This design comes from an exercise in tuning for small area on the open sky130 flow, not from production work.
Where RTL was checked, it was by simulation tests only, not by an equivalence proof against the original.

==> inputs of try-fjord <==
## regfile_dual_wb_t
module regfile_dual_wb_t
#(
  parameter int XLEN = rf_pkg::DEF_XLEN,
  parameter int AW   = rf_pkg::DEF_AW
) (
  input  logic            CLK,
  input  logic            RST,
  input  logic            ACT,
  input  logic            wb1_wten,
  input  logic [AW-1:0]   wb1_rd,
  input  logic [XLEN-1:0] wb1_data,
  input  logic            wb2_wten,
  input  logic [AW-1:0]   wb2_rd,
  input  logic [XLEN-1:0] wb2_data,
  input  logic            wb2_older,
  input  logic [AW-1:0]   rdA_rs1,
  input  logic [AW-1:0]   rdA_rs2,
  input  logic [AW-1:0]   rdB_rs1,
  input  logic [AW-1:0]   rdB_rs2,
  output logic [XLEN-1:0] rdA_rs1_data,
  output logic [XLEN-1:0] rdA_rs2_data,
  output logic [XLEN-1:0] rdB_rs1_data,
  output logic [XLEN-1:0] rdB_rs2_data,
  output logic            rf_wwcol
);
  localparam int NREGS = 2 ** AW;
  logic [XLEN-1:0]       regs_reg [1:NREGS-1];
  logic [NREGS*XLEN-1:0] rf_view;
  logic                  phase_reg;
  logic                  wwcol_reg;
  logic wr1_en;
  logic wr2_en;
  logic collision;
  logic lane1_wins;
  assign wr1_en     = ACT && wb1_wten && (wb1_rd != '0);
  assign wr2_en     = ACT && wb2_wten && (wb2_rd != '0);
  assign collision  = wr1_en && wr2_en && (wb1_rd == wb2_rd);
  assign lane1_wins = (rf_pkg::younger_lane(wb2_older) == rf_pkg::LANE1);
  logic [XLEN-1:0] bus1_n;
  logic [XLEN-1:0] bus2_n;
  assign bus1_n = {XLEN{RST}} | (wb1_data ^ {XLEN{phase_reg}});
  assign bus2_n = {XLEN{RST}} | (wb2_data ^ {XLEN{phase_reg}});
  always_ff @(posedge CLK) begin
    phase_reg <= ~RST & ~phase_reg;
  end
  for (genvar gi = 1; gi < NREGS; gi++) begin : g_reg
    logic hit1, hit2, sel1, sel2, hold;
    assign hit1 = wr1_en && (wb1_rd == AW'(gi));
    assign hit2 = wr2_en && (wb2_rd == AW'(gi));
    assign sel1 = RST || (hit1 && (!hit2 || lane1_wins));
    assign sel2 = !RST && hit2 && (!hit1 || !lane1_wins);
  ...
clock: 5.5 ns
lec_check: 0
cap_margin: 0
core_margin: 2
core_utilization: 50
cts_buf_list: sky130_fd_sc_hd__clkbuf_4 sky130_fd_sc_hd__clkbuf_8
place_density: 0.6
slew_margin: 0
synth_hierarchical: 1
run.sh (not shown) runs the stock make flow with config.mk's settings and CLKGATE_MAP_FILE= SYNTH_SCRIPT=/design/flow/synth_recipe.tcl, a recipe that flattens the netlist after the stock synthesis.
==> inputs of try-tundra, as changes to try-fjord <==
==> flow/design.v (replaced) <==
package rf_pkg;
  localparam int DEF_XLEN = 32;
  localparam int DEF_AW   = 5;
  localparam int NUM_REGS = 2 ** DEF_AW;
  typedef logic [DEF_AW-1:0]   reg_idx_t;
  typedef logic [DEF_XLEN-1:0] xword_t;
  typedef enum logic {
    LANE1 = 1'b0,
    LANE2 = 1'b1
  } lane_t;
  function automatic logic younger_lane(input logic wb2_older);
    younger_lane = wb2_older ? 1'b0 : 1'b1;   
  endfunction
endpackage
module rf_read_port
#(
  parameter int XLEN = rf_pkg::DEF_XLEN,
  parameter int AW   = rf_pkg::DEF_AW
) (
  input  logic [AW-1:0]   idx,
  input  logic [(2**AW)*XLEN-1:0] regs,
  input  logic            wr1_en,
  input  logic [AW-1:0]   wr1_rd,
  input  logic [XLEN-1:0] wr1_data,
  input  logic            wr2_en,
  input  logic [AW-1:0]   wr2_rd,
  input  logic [XLEN-1:0] wr2_data,
  input  logic            wb2_older,
  output logic [XLEN-1:0] data
);
  logic unused_bypass;
  assign unused_bypass = ^{wr1_en, wr1_rd, wr1_data, wr2_en, wr2_rd, wr2_data, wb2_older};
  always_comb begin
    data = '0;
    if (idx != '0) begin
      data = regs[idx*XLEN +: XLEN];
    end
  end
endmodule
module regfile_dual_wb_t
#(
  parameter int XLEN = rf_pkg::DEF_XLEN,
  parameter int AW   = rf_pkg::DEF_AW
) (
  input  logic            CLK,
  input  logic            RST,
  input  logic            ACT,
  input  logic            wb1_wten,
  input  logic [AW-1:0]   wb1_rd,
  input  logic [XLEN-1:0] wb1_data,
  input  logic            wb2_wten,
  input  logic [AW-1:0]   wb2_rd,
  input  logic [XLEN-1:0] wb2_data,
  input  logic            wb2_older,
  input  logic [AW-1:0]   rdA_rs1,
  input  logic [AW-1:0]   rdA_rs2,
  input  logic [AW-1:0]   rdB_rs1,
  input  logic [AW-1:0]   rdB_rs2,
  output logic [XLEN-1:0] rdA_rs1_data,
  output logic [XLEN-1:0] rdA_rs2_data,
  output logic [XLEN-1:0] rdB_rs1_data,
  output logic [XLEN-1:0] rdB_rs2_data,
  output logic            rf_wwcol
);
  localparam int NREGS = 2 ** AW;
  logic [XLEN-1:0] regs_reg [1:NREGS-1];
  logic [NREGS*XLEN-1:0] rf_view;
  logic            wwcol_reg;
  logic wr1_en;
  logic wr2_en;
  logic collision;
  logic lane1_wins;
  assign wr1_en     = ACT && wb1_wten && (wb1_rd != '0);
  assign wr2_en     = ACT && wb2_wten && (wb2_rd != '0);
  assign collision  = wr1_en && wr2_en && (wb1_rd == wb2_rd);
  assign lane1_wins = (rf_pkg::younger_lane(wb2_older) == rf_pkg::LANE1);
  always_ff @(posedge CLK) begin
    if (RST) begin
      for (int i = 1; i < NREGS; i++) begin
        regs_reg[i] <= '0;
      end
      wwcol_reg <= 1'b0;
    end else begin
      for (int i = 1; i < NREGS; i++) begin
        if (collision && (wb1_rd == AW'(i))) begin
          regs_reg[i] <= lane1_wins ? wb1_data : wb2_data;
        end else if (wr1_en && (wb1_rd == AW'(i))) begin
          regs_reg[i] <= wb1_data;
        end else if (wr2_en && (wb2_rd == AW'(i))) begin
          regs_reg[i] <= wb2_data;
        end
      end
      if (collision) begin
        wwcol_reg <= 1'b1;
      end
    end
  end
  assign rf_wwcol = wwcol_reg;
  generate
    for (genvar gi = 0; gi < NREGS; gi++) begin : g_view
      if (gi == 0) begin : g_zero
        assign rf_view[gi*XLEN +: XLEN] = '0;
      end else begin : g_reg
        assign rf_view[gi*XLEN +: XLEN] = regs_reg[gi];
      end
    end
  endgenerate
  logic [AW-1:0]   rd_idx  [4];
  logic [XLEN-1:0] rd_data [4];
  assign rd_idx[0] = rdA_rs1;
  assign rd_idx[1] = rdA_rs2;
  assign rd_idx[2] = rdB_rs1;
  assign rd_idx[3] = rdB_rs2;
  generate
    for (genvar gi = 0; gi < 4; gi++) begin : g_port
      rf_read_port #(
        .XLEN(XLEN),
        .AW  (AW)
      ) u_port (
        .idx      (rd_idx[gi]),
        .regs     (rf_view),
        .wr1_en   (wr1_en),
        .wr1_rd   (wb1_rd),
        .wr1_data (wb1_data),
        .wr2_en   (wr2_en),
        .wr2_rd   (wb2_rd),
        .wr2_data (wb2_data),
        .wb2_older(wb2_older),
        .data     (rd_data[gi])
      );
    end
  endgenerate
  assign rdA_rs1_data = rd_data[0];
  assign rdA_rs2_data = rd_data[1];
  assign rdB_rs1_data = rd_data[2];
  assign rdB_rs2_data = rd_data[3];
endmodule
Settings changed: CAP_MARGIN 0 to 20, CORE_UTILIZATION 50 to 35, CTS_BUF_LIST sky130_fd_sc_hd__clkbuf_4 sky130_fd_sc_hd__clkbuf_8 to default, PLACE_DENSITY 0.6 to 0.42, SLEW_MARGIN 0 to 20, SYNTH_HIERARCHICAL 1 to default.
==> summary of the runs <==
try-tundra went through all stages and came out clean. try-fjord aborted during global routing (5_1_grt), error GRT-0232.
In try-fjord the synthesized cell count is lower than in try-tundra, by 42%.
Synthesized area: try-tundra is higher than try-fjord (about 60%).
No functional check of the RTL was part of try-fjord.

[re-timing with driven ports]
In the flow no input, the clock included, has a driving cell. The finished layout below was timed again as built, in two steps.
Step 1 assumes that a clkbuf_16 drives the clock port and a buf_2 every other input.
Step 2 times the ports against the registers' clock, not the clock port: input delays grow and output delays shrink by t, the midpoint of the rising clock arrivals with the driver on.
a / b / c = no drivers / after step 1 / after step 2; a / b = the first two.
run: try-tundra
t (ns): 0.920
slack for setup (ns): 0.182 / 0.133 / 0.133
hold slack, ns: 0.490 / 0.490 / 0.490
After both steps setup and hold are still met in try-tundra. For try-tundra, drivers alone change the setup slack by -0.049 ns; drivers and shift together by -0.049 ns.
